Source: an optimization exercise on an open RTL-to-GDS flow (aim: small area and a short achievable clock period). Production flows keep margins and buffers that such runs may drop.
Only simulation tests tie the RTL to the original design; equivalence was not proved.
Power and IR drop assume default switching activity.

==> design.v <==
package mem_resp_pkg;
  localparam int unsigned DATA_W = 16;
  localparam int unsigned ADDR_W = 16;
  localparam int unsigned LOOP_LEN_LOG2 = 2;
  localparam int unsigned LOOP_LEN      = 1 << LOOP_LEN_LOG2;
endpackage
module mem_resp_head (
  input  logic tail,
  input  logic ins,
  input  logic wcol,
  input  logic ins_n,
  output logic head
);
  assign head = ~((tail | ins) & (wcol | ins_n));
endmodule
module mem_resp_aoi3 (
  input  logic d0, s0,
  input  logic d1, s1,
  input  logic d2, s2,
  output logic y_n
);
  assign y_n = ~((d0 & s0) | (d1 & s1) | (d2 & s2));
endmodule
module mem_resp_aoi2 (
  input  logic d0, s0,
  input  logic d1, s1,
  output logic y_n
);
  assign y_n = ~((d0 & s0) | (d1 & s1));
endmodule
module mem_resp_nand4 (
  input  logic a, b, c, d,
  output logic y
);
  assign y = ~(a & b & c & d);
endmodule
module mem_resp_nand3 (
  input  logic a, b, c,
  output logic y
);
  assign y = ~(a & b & c);
endmodule
module mem_resp_nor3 (
  input  logic a, b, c,
  output logic y
);
  assign y = ~(a | b | c);
endmodule
module mem_resp_array
#(
  parameter int unsigned DEPTH_LOG2 = 8
) (
  input  logic                                clk,
  input  logic                                wr_pend,
  input  logic [mem_resp_pkg::LOOP_LEN_LOG2-1:0] wr_word,
  input  logic [7:0]                          wr_hi,
  input  logic [7:0]                          wr_lo,
  input  logic [mem_resp_pkg::DATA_W-1:0]     wr_data,
  output logic                                wr_drain,
  input  logic [mem_resp_pkg::LOOP_LEN_LOG2-1:0] rd_word,
  input  logic [7:0]                          rd_hi,
  input  logic [7:0]                          rd_lo,
  output logic                                rd_here,
  output logic [mem_resp_pkg::DATA_W-1:0]     rd_data
);
  localparam int unsigned W      = mem_resp_pkg::DATA_W;
  localparam int unsigned LL2    = mem_resp_pkg::LOOP_LEN_LOG2;
  localparam int unsigned LEN    = mem_resp_pkg::LOOP_LEN;
  localparam int unsigned GL2    = DEPTH_LOG2 - LL2;
  localparam int unsigned GROUPS = 1 << GL2;
  localparam int unsigned HALF   = GROUPS / 2;
  logic [LL2:0] phase;
  always_ff @(posedge clk) phase <= phase + (LL2+1)'(1);
  logic [LL2:0] phase_m1;
  assign phase_m1 = phase - (LL2+1)'(1);
  assign wr_drain = wr_pend & (wr_word == phase[LL2-1:0]);
  assign rd_here  = (rd_word == phase_m1[LL2-1:0]);
  logic [W-1:0] wcol;
  assign wcol = wr_data ^ {W{~phase[LL2]}};
  logic [W-1:0] loop_q [GROUPS][LEN];
  logic [W-1:0] head   [GROUPS];
  logic [GROUPS-1:0] gsel, ins;
  for (genvar g = 0; g < GROUPS; g++) begin : g_loop
    assign gsel[g] = rd_hi[g/8] & rd_lo[g%8];
    assign ins[g]  = wr_drain & wr_hi[g/8] & wr_lo[g%8];
    for (genvar b = 0; b < W; b++) begin : g_bit
      mem_resp_head u_head (
        .tail (loop_q[g][LEN-1][b]),
        .ins  (ins[g]),
        .wcol (wcol[b]),
        .ins_n(~ins[g]),
        .head (head[g][b])
      );
    end
    always_ff @(posedge clk) begin
      loop_q[g][0] <= head[g];
      for (int k = 1; k < LEN; k++) loop_q[g][k] <= loop_q[g][k-1];
    end
  end
  logic [W-1:0] part_n [2];
  logic [W-1:0] part_n_q [2];
  logic         pol_q;
  for (genvar h = 0; h < 2; h++) begin : g_half
    for (genvar b = 0; b < W; b++) begin : g_rd
      logic [10:0] aoi_n;
      logic [2:0]  or3;
      for (genvar i = 0; i < 10; i++) begin : g_aoi
        mem_resp_aoi3 u_aoi (
          .d0(loop_q[h*HALF+3*i][0][b]),   .s0(gsel[h*HALF+3*i]),
          .d1(loop_q[h*HALF+3*i+1][0][b]), .s1(gsel[h*HALF+3*i+1]),
          .d2(loop_q[h*HALF+3*i+2][0][b]), .s2(gsel[h*HALF+3*i+2]),
          .y_n(aoi_n[i])
        );
      end
      mem_resp_aoi2 u_aoi2 (
        .d0(loop_q[h*HALF+30][0][b]), .s0(gsel[h*HALF+30]),
        .d1(loop_q[h*HALF+31][0][b]), .s1(gsel[h*HALF+31]),
        .y_n(aoi_n[10])
      );
      mem_resp_nand4 u_n0 (.a(aoi_n[0]), .b(aoi_n[1]), .c(aoi_n[2]), .d(aoi_n[3]), .y(or3[0]));
      mem_resp_nand4 u_n1 (.a(aoi_n[4]), .b(aoi_n[5]), .c(aoi_n[6]), .d(aoi_n[7]), .y(or3[1]));
      mem_resp_nand3 u_n2 (.a(aoi_n[8]), .b(aoi_n[9]), .c(aoi_n[10]), .y(or3[2]));
      mem_resp_nor3  u_nr (.a(or3[0]), .b(or3[1]), .c(or3[2]), .y(part_n[h][b]));
    end
  end
  always_ff @(posedge clk) begin
    if (rd_here) begin
      part_n_q[0] <= part_n[0];
      part_n_q[1] <= part_n[1];
      pol_q       <= phase_m1[LL2];
    end
  end
  assign rd_data = ~(part_n_q[0] & part_n_q[1]) ^ {W{pol_q}};
endmodule
module mem_stall_resp
#(
  parameter int unsigned DEPTH_LOG2 = 8,
  parameter int unsigned LATENCY    = 4
) (
  input  logic              clk,
  input  logic              rst,
  input  logic [mem_resp_pkg::ADDR_W-1:0] Addr,
  input  logic [mem_resp_pkg::DATA_W-1:0] DataIn,
  input  logic              Rd,
  input  logic              Wr,
  output logic [mem_resp_pkg::DATA_W-1:0] DataOut,
  output logic              Done,
  output logic              Stall,
  output logic              err
);
  localparam int unsigned W   = mem_resp_pkg::DATA_W;
  localparam int unsigned LL2 = mem_resp_pkg::LOOP_LEN_LOG2;
  logic       busy_q, last_q, done_q, err_q;
  logic [1:0] cnt_q;   
  logic       legal, accept, commit;
  logic                  op_wr_q;
  logic [LL2-1:0]        word_q, word_x;
  logic [7:0]            hi_q, lo_q, hi_a, lo_a, hi_x, lo_x;
  logic [W-1:0]          wdata_q;
  logic                  wb_load, wb_valid_q;
  logic [LL2-1:0]        wb_word_q;
  logic [7:0]            wb_hi_q, wb_lo_q;
  logic [W-1:0]          wb_data_q;
  logic                  wr_drain;
  logic                  rd_here;
  logic [W-1:0]          rd_data, dout_q;
  assign legal  = (Rd ^ Wr) & ~Addr[0];
  assign accept = ~busy_q & ~done_q & legal;
  assign commit = last_q & op_wr_q;
  assign wb_load = busy_q & (cnt_q == 2'd2) & op_wr_q;
  always_comb begin
    for (int i = 0; i < 8; i++) begin
      hi_a[i] = (Addr[DEPTH_LOG2:DEPTH_LOG2-2] == 3'(i));
      lo_a[i] = (Addr[DEPTH_LOG2-3:LL2+1] == 3'(i));
    end
  end
  assign hi_x   = hi_q | (hi_a & {8{~busy_q}});
  assign lo_x   = lo_q | (lo_a & {8{~busy_q}});
  assign word_x = busy_q ? word_q : Addr[LL2:1];
  always_ff @(posedge clk or posedge rst) begin
    if (rst) begin
      busy_q <= 1'b0;
      last_q <= 1'b0;
      done_q <= 1'b0;
      err_q  <= 1'b0;
      dout_q <= '0;
      hi_q   <= '0;
      lo_q   <= '0;
    end else begin
      busy_q <= accept | (busy_q & ~last_q);
      last_q <= busy_q & (cnt_q == 2'd2);
      done_q <= last_q;
      err_q  <= ~busy_q & ~done_q & (Rd | Wr) & ~legal;
      if (last_q & ~op_wr_q) dout_q <= rd_data;
      hi_q   <= (hi_a & {8{accept}}) | (hi_q & {8{busy_q & ~last_q}});
      lo_q   <= (lo_a & {8{accept}}) | (lo_q & {8{busy_q & ~last_q}});
    end
  end
  always_ff @(posedge clk) begin
    cnt_q  <= busy_q ? cnt_q + 2'd1 : 2'd0;
    word_q <= word_x;
    if (accept) begin
      op_wr_q <= Wr;
      wdata_q <= DataIn;
    end
    if (wb_load) begin
      wb_word_q <= word_q;
      wb_hi_q   <= hi_q;
      wb_lo_q   <= lo_q;
      wb_data_q <= wdata_q;
    end
    wb_valid_q <= (commit | wb_valid_q) & ~wr_drain;
  end
  mem_resp_array #(
    .DEPTH_LOG2(DEPTH_LOG2)
  ) u_array (
    .clk     (clk),
    .wr_pend (commit | wb_valid_q),
    .wr_word (wb_word_q),
    .wr_hi   (wb_hi_q),
    .wr_lo   (wb_lo_q),
    .wr_data (wb_data_q),
    .wr_drain(wr_drain),
    .rd_word (word_x),
    .rd_hi   (hi_x),
    .rd_lo   (lo_x),
    .rd_here (rd_here),
    .rd_data (rd_data)
  );
  assign Stall   = busy_q | (~done_q & legal);
  assign Done    = done_q;
  assign err     = err_q;
  assign DataOut = dout_q;
endmodule
==> run.sh <==
#!/bin/bash
# synth_recipe.tcl (not shown) runs the flow's synth.tcl, then flattens the netlist and writes it again
# the make line also repeats each setting of config.mk as NAME=value (left out here)
make -C /OpenROAD-flow-scripts/flow DESIGN_CONFIG=/design/flow/config.mk WORK_HOME=/design/flow/orfs CLKGATE_MAP_FILE= SYNTH_SCRIPT=/design/flow/synth_recipe.tcl finish
==> config.mk <==
export PLATFORM = sky130hd
export DESIGN_NAME = mem_stall_resp
export DESIGN_NICKNAME = mem_stall_resp
export VERILOG_FILES = /design/flow/design.v
export SDC_FILE = /design/flow/constraint.sdc
export NUM_CORES = 4
export LEC_CHECK = 0
export CAP_MARGIN = 20
export CORE_MARGIN = 2
export CORE_UTILIZATION = 60
export CTS_BUF_LIST = sky130_fd_sc_hd__clkbuf_8 sky130_fd_sc_hd__clkbuf_16
export CTS_CLUSTER_DIAMETER = 60
export CTS_CLUSTER_SIZE = 30
export SETUP_SLACK_MARGIN = 2.3
export SLEW_MARGIN = 20
export SYNTH_HIERARCHICAL = 1
export SYNTH_MEMORY_MAX_BITS = 8192
export SYNTH_MINIMUM_KEEP_SIZE = 0
==> constraint.sdc <==
create_clock -name core_clock -period 5.0 [get_ports {clk}]
set_input_delay 1.0000 -clock core_clock [delete_from_list [all_inputs] [get_ports {clk}]]
set_output_delay 1.0000 -clock core_clock [all_outputs]
set_load 0.01 [all_outputs]
==> results of run 1 <==
## through the flow
step                hold WS (ns)  std cells  worst slack [ns]
floorplan                  0.310       6130              1.50
global placement           0.310       8429             0.357
detailed placement         0.312       8430             0.295
CTS                        0.316       8820              2.07
global route               0.316       8833              2.02
finish                     0.314       8837              2.01
## layout make-up
class | instances | area [um^2]
fill | 11700 | 54200
tap | 2189 | 2740
sequential | 4224 | 85600
antenna | 5 | 12.5
clock buffer | 196 | 4800
inverter | 10 | 42.5
timing repair buffer | 261 | 2430
clock inverter | 103 | 1160
multi-input combinational | 1849 | 13900
## state kept, by name, indices dropped and copies added (netlist names)
signal            cells
u_array.loop_q     4096
u_array.part_n_q     32
dout_q               16
wb_data_q            16
wdata_q              16
hi_q                  8
lo_q                  8
wb_hi_q               8
wb_lo_q               8
u_array.phase         3
cnt_q                 2
wb_word_q             2
word_q                2
busy_q                1
done_q                1
err_q                 1
last_q                1
op_wr_q               1
u_array.pol_q         1
wb_valid_q            1
## how the worst min path moves through the flow
| stage | end | cells after the start |
|---|---|---|
| finish | u_array.loop_q[95][9]$_DFF_P_ | 0 |
| global route | u_array.loop_q[90][4]$_DFF_P_ | 0 |
| CTS | u_array.loop_q[254][1]$_DFF_P_ | 0 |
| detailed placement | u_array.loop_q[107][1]$_DFF_P_ | 0 |
| global placement | u_array.loop_q[183][15]$_DFF_P_ | 0 |
| floorplan | u_array.loop_q[102][0]$_DFF_P_ | 0 |
## worst max-delay path: cells and delay by family, from the launching register on
family / cells / cell delay (ns)
buffers and inverters: 1 / 0.14
AO/OA/AOI/OAI: 2 / 1.03
AND/OR/NAND/NOR: 4 / 1.19
flip-flops: 1 / 0.45
## Yosys cell counts
library cell	n
buf_6	6
mux2_2	18
nand2_1	16
a21o_1	14
nor2b_1	11
or2_2	1
and3_1	2
inv_1	9
nor4_1	1
a222oi_1	320
xor2_1	18
nor2_1	5
and2_1	73
buf_4	7
nand3b_1	2
edfxtp_1	84
clkinv_4	1
a22oi_2	32
buf_2	27
clkbuf_1	12
nor3_2	32
nand4_1	128
buf_8	1
clkbuf_2	1
o2bb2ai_1	4
nand3_1	34
or4b_4	1
and2_0	1
a31o_2	4
a32o_1	12
dfxtp_1	4104
xnor2_2	1
o22ai_1	1024
and4_1	64
and2b_1	1
xnor2_1	19
ha_1	4
dfrtp_1	36
## logic make-up (layout without fill, tap and decap cells)
group | count (synthesis) | after routing | share of synthesized area (%)
muxes | 18 | 18 | 0.204
adders and majority gates | 4 | 4 | 0.0504
DFF | 4224 | 4224 | 86.1
other | 0 | 5 | 0
xor gates and xnor gates | 38 | 38 | 0.342
AOI/OAI and AO/OA | 1410 | 1410 | 10.4
and+or+nand+nor | 372 | 379 | 2.54
buffers and inverters | 64 | 570 | 0.365
## power by group
part	total (uW)	switching [uW]	leakage (uW)	internal, uW
Sequential	56300	5830	0.0357	50500
Combinational	6460	3620	0.00491	2840
Clock	18100	10400	0.00297	7770
## metal layers
layer / vias to the layer above / track usage [%] / part of all wire, %
li1: 23600 / - / -
met1: 26200 / 42.9 / 49
met2: 1468 / 41.3 / 43
met3: 321 / 3.64 / 5.4
met4: 2 / 7.60 / 2.6
met5: - / 0 / 0.0054
## modules after synthesis, one instance, submodules excluded, excerpt
module | times used | cells | flip-flops and latches
mem_stall_resp | 1 | 185 | 92
mem_resp_aoi2 | 32 | 1 | 0
mem_resp_aoi3 | 320 | 1 | 0
mem_resp_nor3 | 32 | 1 | 0
mem_resp_head | 1024 | 1 | 0
mem_resp_nand4 | 64 | 1 | 0
mem_resp_nand3 | 32 | 1 | 0
## cell usage in the layout, fill, tap and decap left out, drive strengths merged, types with 2 or more instances in the layout
master	n
nand3b	2
dfrtp	36
nand4	128
diode	5
clkbuf	201
mux2	18
clkdlybuf4s15	3
xnor2	20
dlygate4sd2	17
xor2	18
bufinv	10
and4	64
edfxtp	84
a31o	4
nor3	32
and3	2
ha	4
a222oi	320
nand3	34
a32o	12
buf	217
o22ai	1024
o2bb2ai	4
nand2	16
clkdlybuf4s50	19
a21o	14
clkinvlp	8
dfxtp	4104
clkinv	35
nor2b	11
inv	60
nor2	5
a22oi	32
and2	81
## repair_timing
action,4_1_cts,5_1_grt
resized for setup,190,41
gates cloned,8,0
buffers inserted,83,12
endpoints found under the setup margin,931,328
pin swaps,127,68
==> results.py, run 1 <==
metrics = {
    "routing": {
        "drtPass1Iterations": 9,
        "ant_nets": 0,
        "drc": 0,
        "initialDrtViolationCount": 5614,
        "wl_um": 240000,
        "wl_per_cell_um": 27.1,
        "vias_per_cell": 5.84,
        "num_vias": 51600,
    },
    "cts": {
        "tritoncts": "yes",
        "cts_made_buffers": 180,
        "clock_sinks": 4224,
        "htreeDepth": 4,
        "cts_root_buf": "clkbuf_16",
        "holdBufCountCts": 0,
        "clockBufferDepth": 3,
        "clk_latency_ns": 0.84,
        "cts.clk_slew.worst_paths_ns": 0.10,
    },
    "floorplan": {
        "core_area_um2": 165000,
        "die_w_um": 411,
        "rows": 149,
        "die_area_um2": 169000,
        "boundaryPins": 55,
        "initial_utilization_pct": 60.3,
        "die_h_um": 411,
    },
    "timing": {
        "slew_viol_final": 0,
        "worstMarginPinSlew_ns": 0.973,
        "max_slew_margin_pct": 35.1,
        "min_period_ns": 2.99,
        "setup_viol": 0,
        "skew_ns": 0.0310,
        "tns_ns": 0,
        "max_clock_freq_ghz": 0.335,
        "hold_viol": 0,
        "rsz0062_at_grt": "yes",
        "period_share_pct": 59.8,
    },
    "global_routing": {
        "grt_max_degree": 130,
        "antenna_found_initial": 9,
        "grt_pass1_vias": 49900,
        "grtUsageTotal_pct": 27.8,
        "grt_first_pass_wirelength_um": 345000,
        "grt.overflow.total": 0,
    },
    "worst_setup_path": {
        "critPathKind": "flop to flop",
        "cp.required_ns": 5.68,
        "worstPathArrival_ns": 3.67,
        "critPathLaunchType": "flop",
        "rr_startpoint": "busy_q$_DFF_PP0_",
        "worstSetupEndpoint": "u_array.part_n_q[0][8]$_DFFE_PP_",
        "reg2reg_slack_ns": 2.01,
        "crit_start": "busy_q$_DFF_PP0_",
        "cpMaxStageDelayCell": "a222oi_1",
        "max_stage_delay_ns": 0.75,
        "path_cells": "buf_4, nor2_1, a21o_4, and2_4, a222oi_1, nand4_1, nor3_2",
        "reg2reg_depth": 7,
        "crit_fanout": 16,
        "timing.rr.end": "u_array.part_n_q[0][8]$_DFFE_PP_",
        "cp-end-kind": "flop",
    },
    "synth": {
        "synth_top_area_share_pct": 82.7,
        "synth_cells": 6130,
        "yosys.area.top_type": "dfxtp_1",
        "synth_cell_type_count": 38,
        "syn_area_um2": 99400,
        "ys.warnings.count": 14,
        "syn_avg_cell_area_um2": 16.2,
        "seq_area_frac_synth_pct": 86.1,
        "synth_fp_nets": 6170,
        "ys_ff_latch": 4224,
        "synth_area_leaders": "dfxtp_1 83%, o22ai_1 6.4%, a222oi_1 3.2%",
    },
    "power": {
        "vdd_drop_max_v": 0.000523,
        "power.leakage_uw": 0.0436,
        "power_density_nw_per_um2": 731,
        "total_power_uw": 80900,
    },
    "cells_and_area": {
        "final_area_um2": 111000,
        "syn2layout_area_growth_pct": 11.4,
        "nets": 6566,
        "drive_gt1_share_pct": 11.0,
        "utilization_pct": 67.1,
    },
    "run_status": {
        "status": "finished clean",
    },
    "min_path": {
        "hold_class": "flop to flop",
        "hp-start": "u_array.loop_q[94][9]$_DFF_P_",
    },
    "run": {
        "max_cap_violations": 0,
    },
    "placement": {
        "io_buffers": 47,
        "place.gp.congestion": 0.813,
        "place_area_um2": 103000,
        "dp_hpwl_um": 140000,
    },
}
==> inputs of run 2 (changes only) <==
--- a/design.v
+++ b/design.v
@@ -47,4 +47,16 @@
   assign y = ~(a | b | c);
 endmodule
+module mem_resp_xnor2 (
+  input  logic a, b,
+  output logic y
+);
+  assign y = ~(a ^ b);
+endmodule
+module mem_resp_o31ai (
+  input  logic a1, a2, a3, b1,
+  output logic y
+);
+  assign y = ~((a1 | a2 | a3) & b1);
+endmodule
 module mem_resp_array
 #(
@@ -52,14 +64,14 @@
 ) (
   input  logic                                clk,
-  input  logic                                wr_pend,
-  input  logic [mem_resp_pkg::LOOP_LEN_LOG2-1:0] wr_word,
+  input  logic [mem_resp_pkg::LOOP_LEN_LOG2:0] phase,
+  input  logic                                wr_drain,
   input  logic [7:0]                          wr_hi,
   input  logic [7:0]                          wr_lo,
   input  logic [mem_resp_pkg::DATA_W-1:0]     wr_data,
-  output logic                                wr_drain,
-  input  logic [mem_resp_pkg::LOOP_LEN_LOG2-1:0] rd_word,
-  input  logic [7:0]                          rd_hi,
-  input  logic [7:0]                          rd_lo,
-  output logic                                rd_here,
+  input  logic [7:0]                          rd_hq,
+  input  logic [7:0]                          rd_lq,
+  input  logic [7:0]                          rd_ha,
+  input  logic [7:0]                          rd_la,
+  input  logic                                rd_here,
   output logic [mem_resp_pkg::DATA_W-1:0]     rd_data
 );
@@ -70,10 +82,6 @@
   localparam int unsigned GROUPS = 1 << GL2;
   localparam int unsigned HALF   = GROUPS / 2;
-  logic [LL2:0] phase;
-  always_ff @(posedge clk) phase <= phase + (LL2+1)'(1);
   logic [LL2:0] phase_m1;
   assign phase_m1 = phase - (LL2+1)'(1);
-  assign wr_drain = wr_pend & (wr_word == phase[LL2-1:0]);
-  assign rd_here  = (rd_word == phase_m1[LL2-1:0]);
   logic [W-1:0] wcol;
   assign wcol = wr_data ^ {W{~phase[LL2]}};
@@ -82,5 +90,5 @@
   logic [GROUPS-1:0] gsel, ins;
   for (genvar g = 0; g < GROUPS; g++) begin : g_loop
-    assign gsel[g] = rd_hi[g/8] & rd_lo[g%8];
+    assign gsel[g] = (rd_hq[g/8] & rd_lq[g%8]) | (rd_ha[g/8] & rd_la[g%8]);
     assign ins[g]  = wr_drain & wr_hi[g/8] & wr_lo[g%8];
     for (genvar b = 0; b < W; b++) begin : g_bit
@@ -151,22 +159,29 @@
   localparam int unsigned W   = mem_resp_pkg::DATA_W;
   localparam int unsigned LL2 = mem_resp_pkg::LOOP_LEN_LOG2;
-  logic       busy_q, last_q, done_q, err_q;
+  logic [LL2:0] phase, phase_p1, phase_m1;
+  always_ff @(posedge clk) phase <= phase_p1;
+  assign phase_p1 = phase + (LL2+1)'(1);
+  assign phase_m1 = phase - (LL2+1)'(1);
+  logic       busy_q, last_q, done_q, err_q, busy_d;
   logic [1:0] cnt_q;   
   logic       legal, accept, commit;
+  logic       busy_s_n_q, done_s_q, busy_r_q;
   logic                  op_wr_q;
   logic [LL2-1:0]        word_q, word_x;
-  logic [7:0]            hi_q, lo_q, hi_a, lo_a, hi_x, lo_x;
+  logic [7:0]            hi_q, lo_q, hi_a, lo_a;
   logic [W-1:0]          wdata_q;
-  logic                  wb_load, wb_valid_q;
+  logic                  wb_load, wb_valid_q, wr_drain;
+  logic                  drain_c_q, drain_v_q;
   logic [LL2-1:0]        wb_word_q;
   logic [7:0]            wb_hi_q, wb_lo_q;
   logic [W-1:0]          wb_data_q;
-  logic                  wr_drain;
   logic                  rd_here;
   logic [W-1:0]          rd_data, dout_q;
-  assign legal  = (Rd ^ Wr) & ~Addr[0];
-  assign accept = ~busy_q & ~done_q & legal;
-  assign commit = last_q & op_wr_q;
+  assign legal   = (Rd ^ Wr) & ~Addr[0];
+  assign accept  = ~busy_q & ~done_q & legal;
+  assign busy_d  = accept | (busy_q & ~last_q);
+  assign commit  = last_q & op_wr_q;
   assign wb_load = busy_q & (cnt_q == 2'd2) & op_wr_q;
+  assign wr_drain = drain_c_q | drain_v_q;
   always_comb begin
     for (int i = 0; i < 8; i++) begin
@@ -175,24 +190,31 @@
     end
   end
-  assign hi_x   = hi_q | (hi_a & {8{~busy_q}});
-  assign lo_x   = lo_q | (lo_a & {8{~busy_q}});
-  assign word_x = busy_q ? word_q : Addr[LL2:1];
+  assign word_x  = busy_r_q ? word_q : Addr[LL2:1];
+  assign rd_here = (word_x == phase_m1[LL2-1:0]);
   always_ff @(posedge clk or posedge rst) begin
     if (rst) begin
-      busy_q <= 1'b0;
-      last_q <= 1'b0;
-      done_q <= 1'b0;
-      err_q  <= 1'b0;
-      dout_q <= '0;
-      hi_q   <= '0;
-      lo_q   <= '0;
+      busy_q     <= 1'b0;
+      last_q     <= 1'b0;
+      done_q     <= 1'b0;
+      err_q      <= 1'b0;
+      dout_q     <= '0;
+      hi_q       <= '0;
+      lo_q       <= '0;
+      busy_s_n_q <= 1'b1;
+      done_s_q   <= 1'b0;
+      busy_r_q   <= 1'b0;
+      drain_c_q  <= 1'b0;
     end else begin
-      busy_q <= accept | (busy_q & ~last_q);
-      last_q <= busy_q & (cnt_q == 2'd2);
-      done_q <= last_q;
-      err_q  <= ~busy_q & ~done_q & (Rd | Wr) & ~legal;
+      busy_q     <= busy_d;
+      last_q     <= busy_q & (cnt_q == 2'd2);
+      done_q     <= last_q;
+      err_q      <= ~busy_q & ~done_q & (Rd | Wr) & ~legal;
       if (last_q & ~op_wr_q) dout_q <= rd_data;
-      hi_q   <= (hi_a & {8{accept}}) | (hi_q & {8{busy_q & ~last_q}});
-      lo_q   <= (lo_a & {8{accept}}) | (lo_q & {8{busy_q & ~last_q}});
+      hi_q       <= (hi_a & {8{accept}}) | (hi_q & {8{busy_q & ~last_q}});
+      lo_q       <= (lo_a & {8{accept}}) | (lo_q & {8{busy_q & ~last_q}});
+      busy_s_n_q <= ~(accept | (~busy_s_n_q & ~last_q));
+      done_s_q   <= ~busy_s_n_q & last_q;
+      busy_r_q   <= accept | (busy_r_q & ~last_q);
+      drain_c_q  <= wb_load & (word_q == phase_p1[LL2-1:0]);
     end
   end
@@ -211,4 +233,5 @@
     end
     wb_valid_q <= (commit | wb_valid_q) & ~wr_drain;
+    drain_v_q  <= (commit | wb_valid_q) & ~wr_drain & (wb_word_q == phase_p1[LL2-1:0]);
   end
   mem_resp_array #(
@@ -216,17 +239,29 @@
   ) u_array (
     .clk     (clk),
-    .wr_pend (commit | wb_valid_q),
-    .wr_word (wb_word_q),
+    .phase   (phase),
+    .wr_drain(wr_drain),
     .wr_hi   (wb_hi_q),
     .wr_lo   (wb_lo_q),
     .wr_data (wb_data_q),
-    .wr_drain(wr_drain),
-    .rd_word (word_x),
-    .rd_hi   (hi_x),
-    .rd_lo   (lo_x),
+    .rd_hq   (hi_q),
+    .rd_lq   (lo_q),
+    .rd_ha   (hi_a & {8{~busy_r_q}}),
+    .rd_la   (lo_a & {8{~busy_r_q}}),
     .rd_here (rd_here),
     .rd_data (rd_data)
   );
-  assign Stall   = busy_q | (~done_q & legal);
+  logic rw_same;
+  mem_resp_xnor2 u_stall_x (
+    .a(Rd),
+    .b(Wr),
+    .y(rw_same)
+  );
+  mem_resp_o31ai u_stall (
+    .a1(Addr[0]),
+    .a2(rw_same),
+    .a3(done_s_q),
+    .b1(busy_s_n_q),
+    .y (Stall)
+  );
   assign Done    = done_q;
   assign err     = err_q;
--- a/config.mk
+++ b/config.mk
@@ -8,8 +8,9 @@
 export CAP_MARGIN = 20
 export CORE_MARGIN = 2
-export CORE_UTILIZATION = 60
+export CORE_UTILIZATION = 70
 export CTS_BUF_LIST = sky130_fd_sc_hd__clkbuf_8 sky130_fd_sc_hd__clkbuf_16
 export CTS_CLUSTER_DIAMETER = 60
 export CTS_CLUSTER_SIZE = 30
+export PLACE_DENSITY = 0.74
 export SETUP_SLACK_MARGIN = 2.3
 export SLEW_MARGIN = 20
==> run 2 against run 1 <==
Via count grew 0.60%; hold slack about the same; design area is 1.6% lower; core utilization is 10 points higher; synthesized area shrank 0.20%; synthesized cell count up 0.16%; power shrank 7.5%; worst setup slack improved by 0.057 ns; fmax rose by 1.9%; register-to-register slack improved by 0.06 ns; critical path type is now primary input to flop.
==> results.py, run 2 <==
metrics = {
    "synth": {
        "synth_area_leaders": "dfxtp_1 83%, o22ai_1 6.5%, a222oi_1 3.2%",
        "ys.warnings.count": 14,
        "synth_commonest_cells": "4105 x dfxtp_1, 1024 x o22ai_1, 320 x a222oi_1, 84 x edfxtp_1, 74 x inv_1",
        "syn_avg_cell_area_um2": 16.2,
        "synth_fp_nets": 6179,
        "syn_area_um2": 99200,
        "synth_top_area_share_pct": 82.9,
        "synth_xor_xnor_area_share_pct": 0.353,
        "synth_cell_type_count": 40,
        "synth.area.mux_share_pct": 0.204,
        "yosys.area_share.simple_pct": 1.64,
        "synth_cells": 6140,
        "yosysMostFrequentCell": "dfxtp_1",
        "seq_area_frac_synth_pct": 86.4,
        "yosys.area.top_type": "dfxtp_1",
        "synthFlopType": "dfxtp_1",
        "ys_ff_latch": 4229,
        "synth_edf_count": 84,
        "synth_fa_ha_area_share_pct": 0.0379,
        "synth_compound_area_share_pct": 10.8,
        "synth_top_family_by_area": "compound AO/OA/AOI/OAI gates",
        "ys_async_sr_fraction_pct": 0.946,
    },
    "timing": {
        "worstMarginPinSlew_ns": 1.09,
        "min_period_ns": 2.93,
        "tns_ns": 0,
        "slew_viol_final": 0,
        "rsz0062_at_grt": "yes",
        "max_slew_margin_pct": 27.0,
        "setup_viol": 0,
        "hold_viol": 0,
        "period_share_pct": 58.6,
        "skew_ns": 0.0283,
        "holdWs_ns": 0.315,
        "max_clock_freq_ghz": 0.341,
    },
    "power": {
        "power_density_nw_per_um2": 688,
        "power.leakage_uw": 0.0432,
        "p_sw_uw": 17900,
        "total_power_uw": 74900,
        "clock_power_share_pct": 22.5,
        "p_int_uw": 57000,
        "switching_share_pct": 23.9,
        "vdd_drop_max_v": 0.000522,
        "power_frac_comb_pct": 6.5,
        "p_seq_share_pct": 71.0,
    },
    "routing": {
        "vias_per_cell": 6.15,
        "wl_met3_um": 17800,
        "wl_met1_um": 102000,
        "highest_layer": "met5",
        "met2_length_um": 101000,
        "wl_per_cell_um": 27.1,
        "ant_nets": 0,
        "initialDrtViolationCount": 6357,
        "wl_um": 229000,
        "drc": 0,
        "drtPass1Iterations": 10,
        "num_vias": 51900,
    },
    "cells_and_area": {
        "nets": 6493,
        "utilization_pct": 77.2,
        "stdcell_count": 8441,
        "syn2layout_area_growth_pct": 9.75,
        "reg_top3": "u_array.loop_q: 4096 flops, u_array.part_n_q: 32 flops",
        "drive_gt1_share_pct": 9.40,
        "final_cell_mix": "4104 x dfxtp_1, 1024 x o22ai_1, 320 x a222oi_1",
        "largest-register": "u_array.loop_q",
        "largest_reg_flops": 4096,
        "final_common_cell": "dfxtp_1",
        "fillers": 8243,
    },
    "global_routing": {
        "grt_first_pass_wirelength_um": 332000,
        "grtUsageTotal_pct": 30.9,
        "antenna_found_initial": 9,
        "grt_max_degree": 65,
        "grt_pass1_vias": 50600,
        "grt.overflow.total": 0,
    },
    "floorplan": {
        "die_h_um": 380,
        "core_area_um2": 141000,
        "die_w_um": 380,
        "initial_utilization_pct": 70.3,
        "rows": 138,
        "boundaryPins": 55,
        "die_area_um2": 145000,
    },
    "worst_setup_path": {
        "max_stage_delay_ns": 0.74,
        "path_buf_inv": 4,
        "cp-end-kind": "flop",
        "cpMaxStageDelayCell": "a222oi_1",
        "path_cells": "dlygate4sd2_1, nor4_2, buf_4, a22o_4, buf_12, buf_4, a222oi_1, nand3_2, nor3_2",
        "crit_fanout": 7,
        "worstPathArrival_ns": 3.59,
        "cp.required_ns": 5.66,
        "critPathTopFamily": "compound AO/OA/AOI/OAI gates",
        "critPathLaunchType": "primary input",
        "critPathKind": "primary input to flop",
        "path_common_cell": "buf_4",
    },
    "cts": {
        "cts.clk_slew.worst_paths_ns": 0.11,
        "clk_latency_ns": 0.83,
        "cts_made_buffers": 170,
        "cts_root_buf": "clkbuf_16",
        "holdBufCountCts": 0,
        "tritoncts": "yes",
        "clockBufferDepth": 3,
        "htreeDepth": 4,
        "clock_sinks": 4229,
    },
    "placement": {
        "dp_cells": 8142,
        "dp_hpwl_um": 138000,
        "place.gp.congestion": 0.894,
        "io_buffers": 47,
    },
    "run": {
        "max_cap_violations": 0,
    },
    "run_status": {
        "status": "finished clean",
    },
    "min_path": {
        "hold_class": "flop to flop",
    },
}
-- run 2: layout make-up --
class	count	area [um^2]	share of cell area, %
Sequential cell	4229	85700	78.8
Multi-Input combinational cell	1785	13500	12.4
Clock buffer	187	4570	4.20
Tap cell	1890	2360	2.17
Timing Repair Buffer	192	1680	1.55
Clock inverter	75	679	0.624
Inverter	76	294	0.270
Antenna cell	7	17.5	0.0161
-- run 2: path summary, 6_finish.rpt --
| path | endpoint | slack [ns] | from | cells past startpoint |
|---|---|---|---|---|
| setup / recovery | u_array.part_n_q[1][5]$_DFFE_PP_ | 2.07 | Addr[3] | 9 |
| hold / removal | u_array.loop_q[234][4]$_DFF_P_ | 0.31 | u_array.loop_q[233][4]$_DFF_P_ | 0 |
| setup reg to reg | u_array.part_n_q[0][2]$_DFFE_PP_ | 2.07 | busy_r_q$_DFF_PP0_ | 9 |
| hold reg to reg | u_array.loop_q[234][4]$_DFF_P_ | 0.31 | u_array.loop_q[233][4]$_DFF_P_ | 0 |
| max in group asynchronous | busy_r_q$_DFF_PP0_ | 3.60 | rst | 2 |
| min in group asynchronous | dout_q[0]$_DFFE_PP0P_ | 0.68 | rst | 2 |
-- run 2: modules after synthesis, one instance, submodules excluded, a selection --
| module | cells | copies in the design | flops+latches | cell area, um^2 |
|---|---|---|---|---|
| mem_stall_resp | 221 | 1 | 100 | 3500 |
| mem_resp_aoi2 | 1 | 32 | 0 | 12.5 |
| mem_resp_o31ai | 1 | 1 | 0 | 12.5 |
| mem_resp_aoi3 | 1 | 320 | 0 | 10.0 |
| mem_resp_nor3 | 1 | 32 | 0 | 10.0 |
| mem_resp_xnor2 | 1 | 1 | 0 | 8.76 |
| mem_resp_head | 1 | 1024 | 0 | 6.26 |
| mem_resp_nand4 | 1 | 64 | 0 | 6.26 |
| mem_resp_nand3 | 1 | 32 | 0 | 5.00 |
-- run 2: power by group through the flow --
stage | clock, uW | sequential [uW] | combinational, uW
floorplan | 0 | 51200 | 3160
global placement | 0 | 53000 | 4370
detailed placement | 0 | 53500 | 4620
CTS | 16900 | 53000 | 4730
global route | 18100 | 54200 | 5160
finish | 16900 | 53100 | 4850
-- run 2: logic make-up (layout without fill, tap and decap cells) --
group | Yosys count | in the layout
adder cells (fa/ha/maj) | 3 | 3
AND/OR/NAND/NOR | 263 | 263
AO/OA/AOI/OAI | 1460 | 1461
XOR/XNOR | 40 | 40
buffers and inverters | 127 | 530
multiplexers | 18 | 18
other | 0 | 7
flip-flops | 4229 | 4229
-- run 2: stage by stage --
step | instance area (um^2) | setup slack [ns]
floorplan | 99200 | 1.58
global placement | 103000 | 0.699
detailed placement | 103000 | 0.597
CTS | 109000 | 2.14
global route | 109000 | 2.09
finish | 109000 | 2.07
-- run 2: what timing repair did --
item | CTS | global route
hold endpoints to repair | 0 | 0
pin swaps | 97 | 58
resized for setup | 144 | 23
gates cloned | 2 | 0
buffers inserted | 23 | 5
setup endpoints to repair | 225 | 104
-- run 2: layer usage --
layer | global-route usage, % | up-vias
met5 | 0 | -
met4 | 10.7 | 4
met3 | 5.98 | 425
met2 | 46.0 | 2262
met1 | 45.6 | 26000
li1 | - | 23200
==> inputs of run 3 (changes only) <==
--- a/design.v
+++ b/design.v
@@ -41,9 +41,15 @@
   assign y = ~(a & b & c);
 endmodule
-module mem_resp_nor3 (
-  input  logic a, b, c,
-  output logic y
-);
-  assign y = ~(a | b | c);
+module mem_resp_o21a (
+  input  logic a1, a2, b1,
+  output logic x
+);
+  assign x = (a1 | a2) & b1;
+endmodule
+module mem_resp_o21ai (
+  input  logic a1, a2, b1,
+  output logic y
+);
+  assign y = ~((a1 | a2) & b1);
 endmodule
 module mem_resp_xnor2 (
@@ -65,6 +71,6 @@
   input  logic                                clk,
   input  logic [mem_resp_pkg::LOOP_LEN_LOG2:0] phase,
-  input  logic                                wr_drain,
-  input  logic [7:0]                          wr_hi,
+  input  logic [7:0]                          wr_hi_c,
+  input  logic [7:0]                          wr_hi_v,
   input  logic [7:0]                          wr_lo,
   input  logic [mem_resp_pkg::DATA_W-1:0]     wr_data,
@@ -81,5 +87,4 @@
   localparam int unsigned GL2    = DEPTH_LOG2 - LL2;
   localparam int unsigned GROUPS = 1 << GL2;
-  localparam int unsigned HALF   = GROUPS / 2;
   logic [LL2:0] phase_m1;
   assign phase_m1 = phase - (LL2+1)'(1);
@@ -88,8 +93,9 @@
   logic [W-1:0] loop_q [GROUPS][LEN];
   logic [W-1:0] head   [GROUPS];
-  logic [GROUPS-1:0] gsel, ins;
+  logic [GROUPS-1:0] gsel, ins, ins_n;
   for (genvar g = 0; g < GROUPS; g++) begin : g_loop
     assign gsel[g] = (rd_hq[g/8] & rd_lq[g%8]) | (rd_ha[g/8] & rd_la[g%8]);
-    assign ins[g]  = wr_drain & wr_hi[g/8] & wr_lo[g%8];
+    mem_resp_o21a  u_ins   (.a1(wr_hi_c[g/8]), .a2(wr_hi_v[g/8]), .b1(wr_lo[g%8]), .x(ins[g]));
+    mem_resp_o21ai u_ins_n (.a1(wr_hi_c[g/8]), .a2(wr_hi_v[g/8]), .b1(wr_lo[g%8]), .y(ins_n[g]));
     for (genvar b = 0; b < W; b++) begin : g_bit
       mem_resp_head u_head (
@@ -97,5 +103,5 @@
         .ins  (ins[g]),
         .wcol (wcol[b]),
-        .ins_n(~ins[g]),
+        .ins_n(ins_n[g]),
         .head (head[g][b])
       );
@@ -106,38 +112,52 @@
     end
   end
-  logic [W-1:0] part_n [2];
-  logic [W-1:0] part_n_q [2];
-  logic         pol_q;
-  for (genvar h = 0; h < 2; h++) begin : g_half
-    for (genvar b = 0; b < W; b++) begin : g_rd
-      logic [10:0] aoi_n;
-      logic [2:0]  or3;
-      for (genvar i = 0; i < 10; i++) begin : g_aoi
+  logic [W-1:0][5:0] part;
+  logic [W-1:0][5:0] part_q;
+  logic       hit_q, pol_q;
+  for (genvar b = 0; b < W; b++) begin : g_rd
+    for (genvar k = 0; k < 4; k++) begin : g_p12
+      logic [3:0] aoi_n;
+      for (genvar i = 0; i < 4; i++) begin : g_aoi
         mem_resp_aoi3 u_aoi (
-          .d0(loop_q[h*HALF+3*i][0][b]),   .s0(gsel[h*HALF+3*i]),
-          .d1(loop_q[h*HALF+3*i+1][0][b]), .s1(gsel[h*HALF+3*i+1]),
-          .d2(loop_q[h*HALF+3*i+2][0][b]), .s2(gsel[h*HALF+3*i+2]),
+          .d0(loop_q[12*k+3*i][0][b]),   .s0(gsel[12*k+3*i]),
+          .d1(loop_q[12*k+3*i+1][0][b]), .s1(gsel[12*k+3*i+1]),
+          .d2(loop_q[12*k+3*i+2][0][b]), .s2(gsel[12*k+3*i+2]),
+          .y_n(aoi_n[i])
+        );
+      end
+      mem_resp_nand4 u_n (.a(aoi_n[0]), .b(aoi_n[1]), .c(aoi_n[2]), .d(aoi_n[3]), .y(part[b][k]));
+    end
+    for (genvar k = 0; k < 2; k++) begin : g_p8
+      localparam int unsigned G0 = 48 + 8*k;
+      logic [2:0] aoi_n;
+      for (genvar i = 0; i < 2; i++) begin : g_aoi
+        mem_resp_aoi3 u_aoi (
+          .d0(loop_q[G0+3*i][0][b]),   .s0(gsel[G0+3*i]),
+          .d1(loop_q[G0+3*i+1][0][b]), .s1(gsel[G0+3*i+1]),
+          .d2(loop_q[G0+3*i+2][0][b]), .s2(gsel[G0+3*i+2]),
           .y_n(aoi_n[i])
         );
       end
       mem_resp_aoi2 u_aoi2 (
-        .d0(loop_q[h*HALF+30][0][b]), .s0(gsel[h*HALF+30]),
-        .d1(loop_q[h*HALF+31][0][b]), .s1(gsel[h*HALF+31]),
-        .y_n(aoi_n[10])
+        .d0(loop_q[G0+6][0][b]), .s0(gsel[G0+6]),
+        .d1(loop_q[G0+7][0][b]), .s1(gsel[G0+7]),
+        .y_n(aoi_n[2])
       );
-      mem_resp_nand4 u_n0 (.a(aoi_n[0]), .b(aoi_n[1]), .c(aoi_n[2]), .d(aoi_n[3]), .y(or3[0]));
-      mem_resp_nand4 u_n1 (.a(aoi_n[4]), .b(aoi_n[5]), .c(aoi_n[6]), .d(aoi_n[7]), .y(or3[1]));
-      mem_resp_nand3 u_n2 (.a(aoi_n[8]), .b(aoi_n[9]), .c(aoi_n[10]), .y(or3[2]));
-      mem_resp_nor3  u_nr (.a(or3[0]), .b(or3[1]), .c(or3[2]), .y(part_n[h][b]));
+      mem_resp_nand3 u_n (.a(aoi_n[0]), .b(aoi_n[1]), .c(aoi_n[2]), .y(part[b][4+k]));
     end
   end
   always_ff @(posedge clk) begin
-    if (rd_here) begin
-      part_n_q[0] <= part_n[0];
-      part_n_q[1] <= part_n[1];
-      pol_q       <= phase_m1[LL2];
-    end
-  end
-  assign rd_data = ~(part_n_q[0] & part_n_q[1]) ^ {W{pol_q}};
+    part_q <= part;
+    hit_q  <= rd_here;
+    pol_q  <= phase_m1[LL2];
+  end
+  logic [W-1:0] rd_val, rcap_q;
+  for (genvar b = 0; b < W; b++) begin : g_val
+    assign rd_val[b] = (|part_q[b]) ^ pol_q;
+  end
+  always_ff @(posedge clk) begin
+    if (hit_q) rcap_q <= rd_val;
+  end
+  assign rd_data = hit_q ? rd_val : rcap_q;
 endmodule
 module mem_stall_resp
@@ -172,5 +192,6 @@
   logic [W-1:0]          wdata_q;
   logic                  wb_load, wb_valid_q, wr_drain;
-  logic                  drain_c_q, drain_v_q;
+  logic                  drain_c_q, drain_v_q, drain_v_d;
+  logic [7:0]            drain_hc_q, drain_hv_q;
   logic [LL2-1:0]        wb_word_q;
   logic [7:0]            wb_hi_q, wb_lo_q;
@@ -184,4 +205,5 @@
   assign wb_load = busy_q & (cnt_q == 2'd2) & op_wr_q;
   assign wr_drain = drain_c_q | drain_v_q;
+  assign drain_v_d = (commit | wb_valid_q) & ~wr_drain & (wb_word_q == phase_p1[LL2-1:0]);
   always_comb begin
     for (int i = 0; i < 8; i++) begin
@@ -205,4 +227,5 @@
       busy_r_q   <= 1'b0;
       drain_c_q  <= 1'b0;
+      drain_hc_q <= '0;
     end else begin
       busy_q     <= busy_d;
@@ -217,4 +240,5 @@
       busy_r_q   <= accept | (busy_r_q & ~last_q);
       drain_c_q  <= wb_load & (word_q == phase_p1[LL2-1:0]);
+      drain_hc_q <= hi_q & {8{wb_load & (word_q == phase_p1[LL2-1:0])}};
     end
   end
@@ -233,5 +257,6 @@
     end
     wb_valid_q <= (commit | wb_valid_q) & ~wr_drain;
-    drain_v_q  <= (commit | wb_valid_q) & ~wr_drain & (wb_word_q == phase_p1[LL2-1:0]);
+    drain_v_q  <= drain_v_d;
+    drain_hv_q <= wb_hi_q & {8{drain_v_d}};
   end
   mem_resp_array #(
@@ -240,6 +265,6 @@
     .clk     (clk),
     .phase   (phase),
-    .wr_drain(wr_drain),
-    .wr_hi   (wb_hi_q),
+    .wr_hi_c (drain_hc_q),
+    .wr_hi_v (drain_hv_q),
     .wr_lo   (wb_lo_q),
     .wr_data (wb_data_q),
--- a/config.mk
+++ b/config.mk
@@ -13,5 +13,5 @@
 export CTS_CLUSTER_SIZE = 30
 export PLACE_DENSITY = 0.74
-export SETUP_SLACK_MARGIN = 2.3
+export SETUP_SLACK_MARGIN = 2.4
 export SLEW_MARGIN = 20
 export SYNTH_HIERARCHICAL = 1
==> run 3 against run 2 <==
Synthesized cell count rose by 2.1%; count of clock-buffer cells in the layout is 10 higher; synthesized area up 2.0%; critical endpoint is now Stall; largest power group unchanged; highest routed layer unchanged.
==> results.py, run 3 <==
metrics = {
    "cells_and_area": {
        "fillers": 8286,
        "nets": 6596,
        "reg_top3": "u_array.loop_q: 4096 flops, u_array.part_q: 96 flops",
        "final_cell_mix": "4226 x dfxtp_1, 1024 x o22ai_1, 320 x a222oi_1",
        "largest_reg_flops": 4096,
        "drive_gt1_share_pct": 8.03,
        "syn2layout_area_growth_pct": 9.43,
        "final_common_cell": "dfxtp_1",
        "utilization_pct": 77.2,
        "largest-register": "u_array.loop_q",
    },
    "synth": {
        "yosysMostFrequentCell": "dfxtp_1",
        "ys.warnings.count": 11,
        "synth_top_area_share_pct": 83.6,
        "seq_area_frac_synth_pct": 86.3,
        "synth_edf_count": 51,
        "synth_cell_type_count": 44,
        "synth_cells": 6268,
        "synth_fp_nets": 6307,
        "synth_commonest_cells": "4227 x dfxtp_1, 1024 x o22ai_1, 320 x a222oi_1, 70 x o21ai_1, 65 x a22o_1",
        "synth_area_leaders": "dfxtp_1 84%, o22ai_1 6.3%, a222oi_1 3.2%",
        "ys_async_sr_fraction_pct": 1.11,
        "yosys.area.top_type": "dfxtp_1",
        "syn_avg_cell_area_um2": 16.1,
        "syn_area_um2": 101000,
        "ys_ff_latch": 4326,
        "synthFlopType": "dfxtp_1",
    },
    "timing": {
        "setup_viol": 0,
        "skew_ns": 0.0389,
        "worstMarginPinSlew_ns": 1.17,
        "max_clock_freq_ghz": 0.376,
        "period_share_pct": 53.2,
        "min_period_ns": 2.66,
        "tns_ns": 0,
        "max_slew_margin_pct": 22.2,
        "slew_viol_final": 0,
        "hold_viol": 0,
        "rsz0062_at_grt": "yes",
    },
    "worst_setup_path": {
        "rr_startpoint": "lo_q[5]$_DFF_PP0_",
        "crit_start": "Wr",
        "crit_fanout": 3,
        "worstPathArrival_ns": 1.66,
        "cp-end-kind": "output port",
        "critPathKind": "primary input to output port",
        "reg2reg_depth": 3,
        "reg2reg_slack_ns": 2.40,
        "cp.required_ns": 4.00,
        "timing.rr.end": "u_array.part_q[15]$_DFF_P_",
        "critPathLaunchType": "primary input",
    },
    "run_status": {
        "status": "finished clean",
    },
    "placement": {
        "dp_hpwl_um": 143000,
        "io_buffers": 47,
        "place.gp.congestion": 0.921,
    },
    "routing": {
        "drtPass1Iterations": 12,
        "wl_um": 239000,
        "initialDrtViolationCount": 6142,
        "num_vias": 52900,
        "wl_per_cell_um": 28.0,
        "ant_nets": 0,
        "vias_per_cell": 6.19,
        "drc": 0,
    },
    "global_routing": {
        "grt_first_pass_wirelength_um": 346000,
        "grt_max_degree": 65,
        "antenna_found_initial": 11,
        "grt.overflow.total": 0,
        "grtUsageTotal_pct": 31.9,
        "grt_pass1_vias": 52300,
    },
    "floorplan": {
        "die_w_um": 384,
        "rows": 139,
        "initial_utilization_pct": 70.5,
        "die_h_um": 384,
        "boundaryPins": 55,
        "core_area_um2": 143000,
        "die_area_um2": 148000,
    },
    "min_path": {
        "hp-start": "u_array.loop_q[69][9]$_DFF_P_",
        "min_to": "u_array.loop_q[70][9]$_DFF_P_",
        "hold_class": "flop to flop",
        "hold_path_depth": 0,
    },
    "cts": {
        "tritoncts": "yes",
        "clockBufferDepth": 3,
        "clock_sinks": 4326,
        "cts.clk_slew.worst_paths_ns": 0.11,
        "cts_root_buf": "clkbuf_16",
        "clk_latency_ns": 0.85,
        "htreeDepth": 4,
        "cts_made_buffers": 175,
    },
    "power": {
        "power.leakage_uw": 0.0438,
        "power_density_nw_per_um2": 661,
        "vdd_drop_max_v": 0.000524,
    },
    "run": {
        "max_cap_violations": 0,
    },
}
==> run 3: layout make-up <==
type / count / area [um^2] / share of cell area [%]
inverter: 10 / 42.5 / 0.0384
clock buffer: 197 / 4780 / 4.32
timing repair buffer: 162 / 1390 / 1.25
tap: 1903 / 2380 / 2.15
multi-input combinational: 1882 / 13900 / 12.6
clock inverter: 69 / 861 / 0.777
sequential: 4326 / 87400 / 78.9
antenna: 3 / 7.51 / 0.00678
==> run 3: power by group <==
| part | internal [uW] | switching [uW] |
|---|---|---|
| registers | 46700 | 4710 |
| clock network | 7630 | 10200 |
| logic | 1830 | 2160 |
| total | 56100 | 17100 |
==> run 3: cell families (layout without fill, tap and decap cells) <==
kind of cell / Yosys count / count (layout) / synth area share (%)
flops: 4326 / 4326 / 86.3
compound gates: 1620 / 1620 / 11.7
fa+ha+maj: 3 / 3 / 0.0371
mux: 18 / 18 / 0.200
xor+xnor: 24 / 24 / 0.208
other cells: 0 / 3 / 0
buf+inv: 60 / 438 / 0.240
simple gates: 217 / 217 / 1.33
==> run 3: metal layers <==
metal | global-route usage, % | wire length [um] | share of wire (%) | vias up
met5 | 0 | 79 | 0.033 | -
met1 | 44.8 | 103000 | 43 | 26600
met3 | 6.48 | 18600 | 7.8 | 430
met4 | 12.5 | 9500 | 4.0 | 12
li1 | - | - | - | 23800
met2 | 49.2 | 108000 | 45 | 2107
==> run 3: what timing repair did <==
action | 4_1_cts | 5_1_grt
setup endpoints to repair | 283 | 84
hold buffers | 0 | 0
pin swaps | 10 | 6
buffers inserted | 3 | 4
gates resized for setup | 67 | 21
==> run 3: worst max path at each step <==
stage / slack [ns] / end / depth (start not counted)
2_1_floorplan: 1.41 / u_array.loop_q[0][10]$_DFF_P_ / 4
3_3_place_gp: 1.22 / u_array.part_q[80]$_DFF_P_ / 6
3_5_place_dp: 1.10 / u_array.part_q[78]$_DFF_P_ / 8
4_1_cts: 2.14 / Stall / 3
5_1_grt: 2.30 / Stall / 4
6_report: 2.34 / Stall / 4
==> run 3: modules after synthesis (local to each module, per instance), excerpt <==
module          cells inside  cell area, um^2  copies in the design  flops+latches
mem_stall_resp           254             3980                     1            116
mem_resp_nand3             1             5.00                    32              0
mem_resp_o21ai             1             5.00                    64              0
mem_resp_head              1             6.26                  1024              0
mem_resp_o31ai             1             12.5                     1              0
mem_resp_xnor2             1             8.76                     1              0
mem_resp_o21a              1             7.51                    64              0
==> run 3: stage by stage <==
stage / cells / power [uW] / setup WS (ns) / hold WS (ns) / area [um^2]
floorplan: 6268 / 52400 / 1.41 / 0.310 / 101000
global placement: 8276 / 54900 / 1.22 / 0.310 / 105000
detailed placement: 8276 / 55600 / 1.10 / 0.312 / 105000
CTS: 8545 / 73100 / 2.14 / 0.307 / 111000
global route: 8550 / 75700 / 2.30 / 0.312 / 111000
finish: 8552 / 73200 / 2.34 / 0.306 / 111000
==> run 3: worst max-delay path: stages <==
cell	delay (ns)
clkbuf_2	0.12
xnor2_2	0.15
o31ai_2	0.22
buf_2	0.16
==> inputs of run 4 (changes only) <==
==> flow/run.sh (new file) <==
#!/bin/bash
# Layout flow: the standard flow (standard.sh, unchanged synthesis and
# steps), with the port buffers inserted as buf_2 cells instead of the
# default delay-cell buffers. The make output goes to standard_flow.log; ORFS
# keeps each step's log under orfs/logs.
set -euo pipefail
cd "$(dirname "$0")/.."
bash standard.sh "BUFFER_PORTS_ARGS=-buffer_cell sky130_fd_sc_hd__buf_2" finish > standard_flow.log 2>&1
==> standard.sh (new file) <==
#!/bin/bash
# synth_recipe.tcl (not shown) runs the flow's synth.tcl, then flattens the netlist and writes it again
# the make line also repeats each setting of config.mk as NAME=value (left out here)
make -C /OpenROAD-flow-scripts/flow DESIGN_CONFIG=/design/flow/config.mk WORK_HOME=/design/flow/orfs CLKGATE_MAP_FILE= SYNTH_SCRIPT=/design/flow/synth_recipe.tcl "${@:-finish}"
removed: run.sh
==> run 4 against run 3 <==
Worst setup slack lost 0.068 ns; sequential power is essentially flat; clock power is essentially flat; core utilization shrank 0.28 points; hold slack gained 0.0092 ns; fmax shrank 2.5%; flip-flop and latch count is the same; register-to-register slack lost 0.06 ns; first-iteration DRC count grew 0.78%; sequential share of layout area grew 0.29 points; combinational power is essentially flat; critical endpoint unchanged; largest cell class unchanged; largest power group unchanged; highest routed layer unchanged.
==> results.py, run 4 <==
metrics = {
    "synth": {
        "seq_area_frac_synth_pct": 86.3,
        "synth_edf_count": 51,
        "ys_ff_latch": 4326,
        "ys.warnings.count": 11,
        "ys_async_sr_fraction_pct": 1.11,
        "synth_commonest_cells": "4227 x dfxtp_1, 1024 x o22ai_1, 320 x a222oi_1, 70 x o21ai_1, 65 x a22o_1",
        "syn_area_um2": 101000,
        "yosys.area.top_type": "dfxtp_1",
        "synth_fp_nets": 6307,
        "synth_top_area_share_pct": 83.6,
        "yosysMostFrequentCell": "dfxtp_1",
        "synthFlopType": "dfxtp_1",
        "synth_cell_type_count": 44,
        "syn_avg_cell_area_um2": 16.1,
        "synth_cells": 6268,
        "synth_area_leaders": "dfxtp_1 84%, o22ai_1 6.3%, a222oi_1 3.2%",
    },
    "cells_and_area": {
        "nets": 6584,
        "reg_top3": "u_array.loop_q: 4096 flops, u_array.part_q: 96 flops",
        "utilization_pct": 76.9,
        "drive_gt1_share_pct": 8.60,
        "final_area_um2": 110000,
        "fillers": 8198,
        "largest-register": "u_array.loop_q",
        "largest_reg_flops": 4096,
        "final_cell_mix": "4225 x dfxtp_1, 1024 x o22ai_1, 320 x a222oi_1",
        "syn2layout_area_growth_pct": 9.03,
        "final_common_cell": "dfxtp_1",
    },
    "floorplan": {
        "rows": 139,
        "core_area_um2": 143000,
        "die_w_um": 384,
        "initial_utilization_pct": 70.5,
        "die_area_um2": 148000,
        "boundaryPins": 55,
        "die_h_um": 384,
    },
    "global_routing": {
        "grt_max_degree": 65,
        "grtUsageTotal_pct": 32.0,
        "grt_first_pass_wirelength_um": 348000,
        "grt.overflow.total": 0,
        "grt_pass1_vias": 52600,
        "antenna_found_initial": 11,
    },
    "worst_setup_path": {
        "cpMaxStageDelayCell": "o31ai_2",
        "path_common_cell": "buf_2",
        "cp.depth": 4,
        "cp.required_ns": 4.00,
        "critPathKind": "primary input to output port",
        "path_cells": "buf_2, xnor2_2, o31ai_2, buf_2",
        "timing.rr.end": "u_array.part_q[0]$_DFF_P_",
        "max_stage_delay_ns": 0.22,
        "worstPathArrival_ns": 1.73,
        "cp-end-kind": "output port",
        "critPathTopFamily": "buffers and inverters",
        "critPathLaunchType": "primary input",
        "path_buf_inv": 2,
        "worstSetupEndpoint": "Stall",
        "reg2reg_depth": 6,
        "crit_start": "Wr",
        "rr_startpoint": "busy_r_q$_DFF_PP0_",
        "crit_fanout": 3,
        "reg2reg_slack_ns": 2.34,
    },
    "cts": {
        "cts_made_buffers": 174,
        "holdBufCountCts": 0,
        "cts.clk_slew.worst_paths_ns": 0.10,
        "clock_sinks": 4326,
        "clk_latency_ns": 0.83,
        "tritoncts": "yes",
        "htreeDepth": 4,
        "clockBufferDepth": 3,
        "cts_root_buf": "clkbuf_16",
    },
    "routing": {
        "vias_per_cell": 6.25,
        "initialDrtViolationCount": 6190,
        "ant_nets": 0,
        "drc": 0,
        "drtPass1Iterations": 10,
        "wl_per_cell_um": 28.1,
        "wl_um": 240000,
        "num_vias": 53400,
    },
    "run": {
        "max_cap_violations": 0,
    },
    "timing": {
        "slew_viol_final": 0,
        "rsz0062_at_grt": "yes",
        "setup_viol": 0,
        "worstMarginPinSlew_ns": 1.16,
        "min_period_ns": 2.73,
        "hold_viol": 0,
        "max_slew_margin_pct": 22.4,
        "max_clock_freq_ghz": 0.367,
        "final.setup.worst_slack_ns": 2.27,
        "tns_ns": 0,
        "skew_ns": 0.0338,
        "period_share_pct": 54.5,
    },
    "power": {
        "clock_power_share_pct": 24.1,
        "power_frac_comb_pct": 5.5,
        "p_seq_share_pct": 70.5,
        "p_sw_uw": 17000,
        "switching_share_pct": 23.3,
        "vdd_drop_max_v": 0.000533,
        "power.leakage_uw": 0.0436,
        "power_density_nw_per_um2": 660,
        "p_int_uw": 55800,
    },
    "placement": {
        "dp_hpwl_um": 142000,
        "place.gp.congestion": 0.924,
        "place_ws_ns": 1.30,
        "io_buffers": 47,
        "place_area_um2": 105000,
    },
    "min_path": {
        "hold_class": "flop to flop",
    },
    "run_status": {
        "status": "finished clean",
    },
}
[run 4: cell count changes in the layout (fill, tap and decap cells not counted), moves of 6 or more]
cell / previous run / this run
buf_2: 1 / 47
clkdlybuf4s50_1: 19 / 0
dlygate4sd2_1: 18 / 0
buf_4: 107 / 92
clkinv_2: 5 / 13
clkinv_8: 10 / 2
clkbuf_8: 13 / 6
diode_2: 3 / 10
a22o_2: 37 / 43
[run 4: kinds of logic after synthesis]
family / after synthesis / share of synthesized area (%)
xor+xnor: 24 / 0.208
fa+ha+maj: 3 / 0.0371
buf+inv: 60 / 0.240
compound gates: 1620 / 11.7
mux: 18 / 0.200
simple gates: 217 / 1.33
flops: 4326 / 86.3
[run 4: layout make-up]
cell class / instances / area, um^2 / share of cell area [%]
clock buffer: 191 / 4710 / 4.27
clock inverter: 76 / 764 / 0.693
timing repair buffer: 151 / 1110 / 1.00
sequential: 4326 / 87400 / 79.2
multi-input combinational: 1882 / 13900 / 12.6
tap: 1903 / 2380 / 2.16
antenna: 10 / 25.0 / 0.0227
inverter: 10 / 42.5 / 0.0386
[run 4: metrics by stage]
stage | power, uW | hold WS, ns | cells
global placement | 54700 | 0.310 | 8262
global route | 75300 | 0.304 | 8542
floorplan | 52400 | 0.310 | 6268
CTS | 72700 | 0.301 | 8539
detailed placement | 55400 | 0.312 | 8263
finish | 72800 | 0.315 | 8549
[run 4: worst min path at each step]
stage,from,end,cells past startpoint
after CTS,DataIn[6],wdata_q[6]$_DFFE_PP_,1
after detailed placement,u_array.loop_q[170][3]$_DFF_P_,u_array.loop_q[171][3]$_DFF_P_,0
after global placement,u_array.loop_q[78][10]$_DFF_P_,u_array.loop_q[79][10]$_DFF_P_,0
final,u_array.loop_q[174][6]$_DFF_P_,u_array.loop_q[175][6]$_DFF_P_,0
after floorplan,u_array.loop_q[101][0]$_DFF_P_,u_array.loop_q[102][0]$_DFF_P_,0
after global routing,DataIn[6],wdata_q[6]$_DFFE_PP_,1
[run 4: power by group through the flow]
stage	logic, uW	clock network [uW]	registers, uW
final	3970	17500	51300
after global routing	4220	18800	52300
after floorplan	2610	0	49700
after global placement	3520	0	51200
after detailed placement	3740	0	51700
after CTS	3880	17600	51200
[run 4: repair_timing]
action	4_1_cts	5_1_grt
setup buffers	9	0
endpoints found under the setup margin	237	47
pin swaps	8	4
resized for setup	44	15
[run 4: layer usage]
metal | share of wire (%) | global-route usage, %
met1 | 43 | 45.1
met2 | 45 | 48.7
met3 | 8.0 | 6.58
met4 | 4.3 | 13.6
met5 | 0.028 | 0
[run 4: per-module statistics from Yosys, one instance, submodules excluded, excerpt]
| module | cells inside | times used |
|---|---|---|
| mem_stall_resp | 254 | 1 |
| mem_resp_aoi2 | 1 | 32 |
| mem_resp_o31ai | 1 | 1 |
| mem_resp_aoi3 | 1 | 320 |
| mem_resp_xnor2 | 1 | 1 |
| mem_resp_o21a | 1 | 64 |
| mem_resp_head | 1 | 1024 |
| mem_resp_o21ai | 1 | 64 |
| mem_resp_nand3 | 1 | 32 |

-- port drivers added, routing unchanged --
The flow's constraints put no driver on any port. The routed layouts listed below were extracted and timed again, unchanged, in two steps. Step 1 (the two cells are an assumption about what drives the block):
set clk [get_ports {clk}]
set_driving_cell -lib_cell sky130_fd_sc_hd__clkbuf_16 $clk
set_driving_cell -lib_cell sky130_fd_sc_hd__buf_2 [delete_from_list [all_inputs] $clk]
Step 2 adds t to the input delays and takes it off the output delays; t is the mean of the earliest and latest rising clock arrival at the registers after step 1. Input paths then give back, and output paths get back, about the clock's delay inside the block. a / b / c = no drivers / after step 1 / after step 2; a / b = the first two.
run	shift t [ns]	setup WS [ns]	latest minus earliest clock arrival (ns)
run 1	0.898	2.012 / 2.012 / 1.114	0.034 / 0.034
run 2	0.901	2.069 / 2.010 / 1.109	0.031 / 0.031
run 3	0.899	2.341 / 2.289 / 1.390	0.043 / 0.042
run 4	0.887	2.273 / 2.244 / 1.500	0.039 / 0.039
After both steps setup and hold are still met in every run listed. The setup slack of run 2, which loses most, moves by -0.059 ns with the drivers and by -0.960 ns with both steps.
